This is an optimization exercise on Yosys and OpenROAD, whose aim is small area, a short achievable clock period and few clock cycles per item, not a production implementation.
Only simulation tests tie the RTL to the original design; equivalence was not proved.
Power figures rest on the tool's default switching activity, not on a simulated workload.

lagoon:
==> flow/design.v (excerpt) <==
module edge_period_tachometer #(
	parameter int CHANNELS      = 2,
	parameter int CAPTURE_BITS  = 16,
	parameter int OVERFLOW_BITS = 8
) (
	input  wire                                 clk,
	input  wire                                 arst_n,
	input  wire                                 psel,
	input  wire                                 penable,
	input  wire                                 pwrite,
	input  wire  [etach_pkg::PADDR_W-1:0]       paddr,
	input  wire  [etach_pkg::PDATA_W-1:0]       pwdata,
	output logic [etach_pkg::PDATA_W-1:0]       prdata,
	output logic                                pready,
	input  wire                                 in_valid,
	output logic                                in_ready,
	input  wire                                 operation,
	input  wire                                 channel,
	input  wire  [CAPTURE_BITS-1:0]             capture,
	output logic                                out_valid,
	input  wire                                 out_ready,
	output logic                                result_channel,
	output logic [etach_pkg::REV_W-1:0]         revolutions,
	output logic [etach_pkg::ELAPSED_W-1:0]     elapsed_ticks,
	output logic                                saturated
);
Size: about 2100 cells after synthesis, about 370 flip-flops, roughly 140 I/O pins, roughly 21000 um^2 of cells after synthesis.
==> flow/config.mk <==
export PLATFORM = sky130hd
export DESIGN_NAME = edge_period_tachometer
export DESIGN_NICKNAME = edge_period_tachometer
export VERILOG_FILES = /design/flow/design.v
export SDC_FILE = /design/flow/constraint.sdc
export NUM_CORES = 4
export LEC_CHECK = 0
export CAP_MARGIN = 20
export CORE_MARGIN = 2
export CORE_UTILIZATION = 40
export SETUP_SLACK_MARGIN = 4.0
export SLEW_MARGIN = 20
==> flow/constraint.sdc <==
create_clock -name core_clock -period 7.0 [get_ports {clk}]
set_input_delay 1.4000 -clock core_clock [delete_from_list [all_inputs] [get_ports {clk}]]
set_output_delay 1.4000 -clock core_clock [all_outputs]
set_load 0.01 [all_outputs]
standard.sh (not shown) runs the stock make flow with config.mk's settings and CLKGATE_MAP_FILE= SYNTH_SCRIPT=/design/flow/synth_recipe.tcl, a recipe that flattens the netlist after the stock synthesis.
==> flow/flow/run.sh <==
#!/bin/bash
# The standard layout, with plain buffers on the ports instead of the
# delay buffers buffer_ports picks by default.
set -euo pipefail
export BUFFER_PORTS_ARGS="-buffer_cell sky130_fd_sc_hd__buf_1"
bash standard.sh > standard_flow.log 2>&1
lagoon completed; timing, DRC and antenna clean
Testbench counts of lagoon, summed over its fixed seeds: cycles 39,140, items 8,529.
#### Input delta (quartz over lagoon)
# lagoon
export LEC_CHECK = 0
export CAP_MARGIN = 20
export CORE_MARGIN = 2
export CORE_UTILIZATION = 40
export SETUP_SLACK_MARGIN = 4.0
export SLEW_MARGIN = 20
create_clock -name core_clock -period 7.0 [get_ports {clk}]
# quartz
export LEC_CHECK = 0
export CAP_MARGIN = 20
export CORE_MARGIN = 2
export CORE_UTILIZATION = 40
export CTS_BUF_LIST = sky130_fd_sc_hd__clkbuf_8
export CTS_CLUSTER_SIZE = 30
export SETUP_SLACK_MARGIN = 4.0
export SLEW_MARGIN = 20
create_clock -name core_clock -period 7.0 [get_ports {clk}]
==> flow/run.sh (new file) <==
#!/bin/bash
# synth_recipe.tcl (not shown) runs the flow's synth.tcl, then flattens the netlist and writes it again
# the make line also repeats each setting of config.mk as NAME=value (left out here)
make -C /OpenROAD-flow-scripts/flow DESIGN_CONFIG=/design/flow/config.mk WORK_HOME=/design/flow/orfs CLKGATE_MAP_FILE= SYNTH_SCRIPT=/design/flow/synth_recipe.tcl finish
removed: flow/flow/run.sh
removed: flow/standard.sh
[summary]
- The arrival time at the worst endpoint of quartz is lower than that of lagoon.
- Critical path depth: lagoon vs quartz identical
- Final design instance area without fill (quartz over lagoon): increase, about 2.2%
- The final net count of quartz is higher than that of lagoon.
- Summary: with lagoon as the reference, maximum frequency in quartz moved up by a few percent.
- Sequential fraction of total cell area was lower in the run labelled quartz.
- From lagoon to quartz the numbers moved as follows: combinational power dropped about 5%; wire length the detailed router placed on met1 dropped 1.3%.
- quartz has first-iteration DRC count below what lagoon had.
Changes in xenon relative to quartz:
# quartz
export LEC_CHECK = 0
export CAP_MARGIN = 20
export CORE_MARGIN = 2
export CORE_UTILIZATION = 40
export CTS_BUF_LIST = sky130_fd_sc_hd__clkbuf_8
export CTS_CLUSTER_SIZE = 30
export SETUP_SLACK_MARGIN = 4.0
export SLEW_MARGIN = 20
create_clock -name core_clock -period 7.0 [get_ports {clk}]
# xenon
export LEC_CHECK = 0
export CAP_MARGIN = 20
export CORE_MARGIN = 2
export CORE_UTILIZATION = 55
export CTS_BUF_LIST = sky130_fd_sc_hd__clkbuf_16
export CTS_CLUSTER_DIAMETER = 80
export CTS_CLUSTER_SIZE = 25
export SETUP_SLACK_MARGIN = 4.2
export SLEW_MARGIN = 20
create_clock -name core_clock -period 7.0 [get_ports {clk}]
==> flow/flow/run.sh (new file) <==
#!/bin/bash
# The standard layout, with plain buffers on the ports instead of the
# delay buffers buffer_ports picks by default.
set -euo pipefail
export BUFFER_PORTS_ARGS="-buffer_cell sky130_fd_sc_hd__buf_1"
bash standard.sh > standard_flow.log 2>&1
==> flow/standard.sh (new file) <==
#!/bin/bash
# synth_recipe.tcl (not shown) runs the flow's synth.tcl, then flattens the netlist and writes it again
# the make line also repeats each setting of config.mk as NAME=value (left out here)
make -C /OpenROAD-flow-scripts/flow DESIGN_CONFIG=/design/flow/config.mk WORK_HOME=/design/flow/orfs CLKGATE_MAP_FILE= SYNTH_SCRIPT=/design/flow/synth_recipe.tcl "${@:-finish}"
removed: flow/run.sh
==> summary.txt <==
Across xenon and quartz, the outcome is the same: a clean finish for every run. ~same hold slack in xenon and quartz. When xenon is measured against quartz, its met2 capacity usage during global routing turns out 14 points higher. Total power divided by cell area: xenon vs quartz down 1.3%. On maximum frequency, xenon does worse than quartz. Cell area in xenon is 4.0% lower than in quartz. xenon reports a higher final estimated routing congestion in global placement than quartz does. Compared with quartz, xenon shows a lower via count of the first global-routing pass. Going from quartz to xenon, routed wire length shrank by a few percent.
Here is what was changed in the inputs of zinc compared with xenon.
# xenon
export LEC_CHECK = 0
export CAP_MARGIN = 20
export CORE_MARGIN = 2
export CORE_UTILIZATION = 55
export CTS_BUF_LIST = sky130_fd_sc_hd__clkbuf_16
export CTS_CLUSTER_DIAMETER = 80
export CTS_CLUSTER_SIZE = 25
export SETUP_SLACK_MARGIN = 4.2
export SLEW_MARGIN = 20
create_clock -name core_clock -period 7.0 [get_ports {clk}]
# zinc
export LEC_CHECK = 0
export CAP_MARGIN = 20
export CORE_MARGIN = 2
export CORE_UTILIZATION = 40
export SETUP_SLACK_MARGIN = 4.5
export SLEW_MARGIN = 20
create_clock -name core_clock -period 7.0 [get_ports {clk}]
==> flow/run.sh (new file) <==
#!/bin/bash
# synth_recipe.tcl (not shown) runs the flow's synth.tcl, then flattens the netlist and writes it again
# the make line also repeats each setting of config.mk as NAME=value (left out here)
make -C /OpenROAD-flow-scripts/flow DESIGN_CONFIG=/design/flow/config.mk WORK_HOME=/design/flow/orfs CLKGATE_MAP_FILE= SYNTH_SCRIPT=/design/flow/synth_recipe.tcl finish
removed: flow/flow/run.sh
removed: flow/standard.sh
[summary]
- zinc against xenon; count of instances resized after the clock tree is built is up by more than 100%.
- | average wire per cell in the routed design | zinc vs xenon | 1.1% lower |
- Total power of zinc is higher than that of xenon.
- Setup slack: zinc more than xenon
- Taking xenon as the reference, in zinc summed area of non-filler cells in the final layout has increased; number of levels in the clock H-tree went up; via count increased 1.7%; register area now sits at about the same level.
- Note that the highest ir drop seen on vdd recorded for zinc amounts to 0.53 times the value seen in xenon.
- Worst slew slack as a fraction of its limit in zinc is 2.1 points below xenon.
Inputs modified between zinc and violet:
# zinc
export LEC_CHECK = 0
export CAP_MARGIN = 20
export CORE_MARGIN = 2
export CORE_UTILIZATION = 40
export SETUP_SLACK_MARGIN = 4.5
export SLEW_MARGIN = 20
create_clock -name core_clock -period 7.0 [get_ports {clk}]
# violet
export LEC_CHECK = 0
export CAP_MARGIN = 20
export CORE_MARGIN = 2
export CORE_UTILIZATION = 65
export CTS_BUF_LIST = sky130_fd_sc_hd__clkbuf_16
export CTS_CLUSTER_DIAMETER = 80
export CTS_CLUSTER_SIZE = 25
export PLACE_DENSITY = 0.75
export SETUP_SLACK_MARGIN = 4.0
export SLEW_MARGIN = 20
create_clock -name core_clock -period 7.0 [get_ports {clk}]
==> flow/flow/run.sh (new file) <==
#!/bin/bash
# The standard layout, with plain buffers on the ports instead of the
# delay buffers buffer_ports picks by default.
set -euo pipefail
export BUFFER_PORTS_ARGS="-buffer_cell sky130_fd_sc_hd__buf_1"
bash standard.sh > standard_flow.log 2>&1
==> flow/standard.sh (new file) <==
#!/bin/bash
# synth_recipe.tcl (not shown) runs the flow's synth.tcl, then flattens the netlist and writes it again
# the make line also repeats each setting of config.mk as NAME=value (left out here)
make -C /OpenROAD-flow-scripts/flow DESIGN_CONFIG=/design/flow/config.mk WORK_HOME=/design/flow/orfs CLKGATE_MAP_FILE= SYNTH_SCRIPT=/design/flow/synth_recipe.tcl "${@:-finish}"
removed: flow/run.sh
Findings:
violet vs zinc, starting utilization of the core area went up by 26 points. Summary of violet over zinc: count of placed standard cells including taps went down by 256, number of port buffers was more or less identical, delay of the slowest cell on the worst path -0.03 ns. In the metrics for zinc and violet, the one carrying the lower average vias per placed instance is zinc. Summary of violet over zinc: sum of internal, switching and leakage power dropped about 14%, data arrival time of the critical path barely changed. A worst setup path startpoint of u_back.p_acc_q[2]$_DFF_P_ is what violet shows, while u_back.d_t3_q[0]$_DFFE_PP_ belongs to zinc. Wire length of the first global-routing pass (lower): violet. Status: total number of vias parity (zinc, violet).
--- input diff violet..pepper ---
# violet
export LEC_CHECK = 0
export CAP_MARGIN = 20
export CORE_MARGIN = 2
export CORE_UTILIZATION = 65
export CTS_BUF_LIST = sky130_fd_sc_hd__clkbuf_16
export CTS_CLUSTER_DIAMETER = 80
export CTS_CLUSTER_SIZE = 25
export PLACE_DENSITY = 0.75
export SETUP_SLACK_MARGIN = 4.0
export SLEW_MARGIN = 20
create_clock -name core_clock -period 7.0 [get_ports {clk}]
# pepper
export LEC_CHECK = 0
export CAP_MARGIN = 20
export CORE_MARGIN = 2
export CORE_UTILIZATION = 55
export CTS_BUF_LIST = sky130_fd_sc_hd__clkbuf_16
export CTS_CLUSTER_DIAMETER = 80
export CTS_CLUSTER_SIZE = 25
export SETUP_SLACK_MARGIN = 3.9
export SLEW_MARGIN = 20
create_clock -name core_clock -period 7.0 [get_ports {clk}]
[summary]
- Taking violet as the reference, in pepper maximum frequency down 0.0028 GHz; initial detailed-routing violation count now smaller; unique cell type count in the Yosys netlist held; met3 routed wirelength lost 150 um; highest net fanout along the worst path picked up an extra 2.
- Compared with violet, pepper is the more power-hungry design.
- Re ratio of routed vias to standard cells: violet was higher than pepper.
- Depth of the worst register-to-register path: pepper vs violet down 3
- For pepper, the launching element of the worst setup path was u_back.d_t3_q[0]$_DFFE_PP_, unlike violet, where it was u_back.p_acc_q[2]$_DFF_P_.
- Looking only at cell count, and setting everything else aside, the higher value of pepper and violet goes to pepper.
- Sort pepper and violet by critical path depth, descending, and violet comes first.
- Against violet, final routed wirelength across all metal layers in pepper came out worse.

[afterwards: timing with drivers on the ports]
No port has a modelled driver above. Below, the same layouts with a new extraction and two added sets of constraints.
Step 1: set_driving_cell puts a clkbuf_16 on clk and a buf_2 on each other input, an assumption about the parent block.
Step 2, shift: input delay + t, output delay - t, t = (earliest + latest rising clock arrival at the registers) / 2. This alone moves slack from input paths to output paths.
Slacks: ideal ports / drivers / drivers and shift; pairs: ideal ports / drivers.
run | shift t [ns] | setup WS [ns] | worst setup path after step 2 | worst data-port slew with drivers (ns) | pins driven straight from the clock port
lagoon | 0.627 | 3.802 / 3.802 / 3.591 | input to register | 0.05 | 1
quartz | 0.679 | 3.900 / 3.900 / 3.448 | input to register | 0.06 | 1
xenon | 0.618 | 3.852 / 3.852 / 3.792 | input to register | 0.04 | 1
zinc | 0.642 | 3.906 / 3.906 / 3.906 | register to register | 0.04 | 1
violet | 0.600 | 3.840 / 3.840 / 3.553 | input to register | 0.04 | 1
pepper | 0.624 | 3.812 / 3.812 / 3.475 | input to register | 0.05 | 1
After both steps setup and hold are still met in every run listed. The setup slack of quartz, which loses most, moves by 0.000 ns with the drivers and by -0.452 ns with both steps.
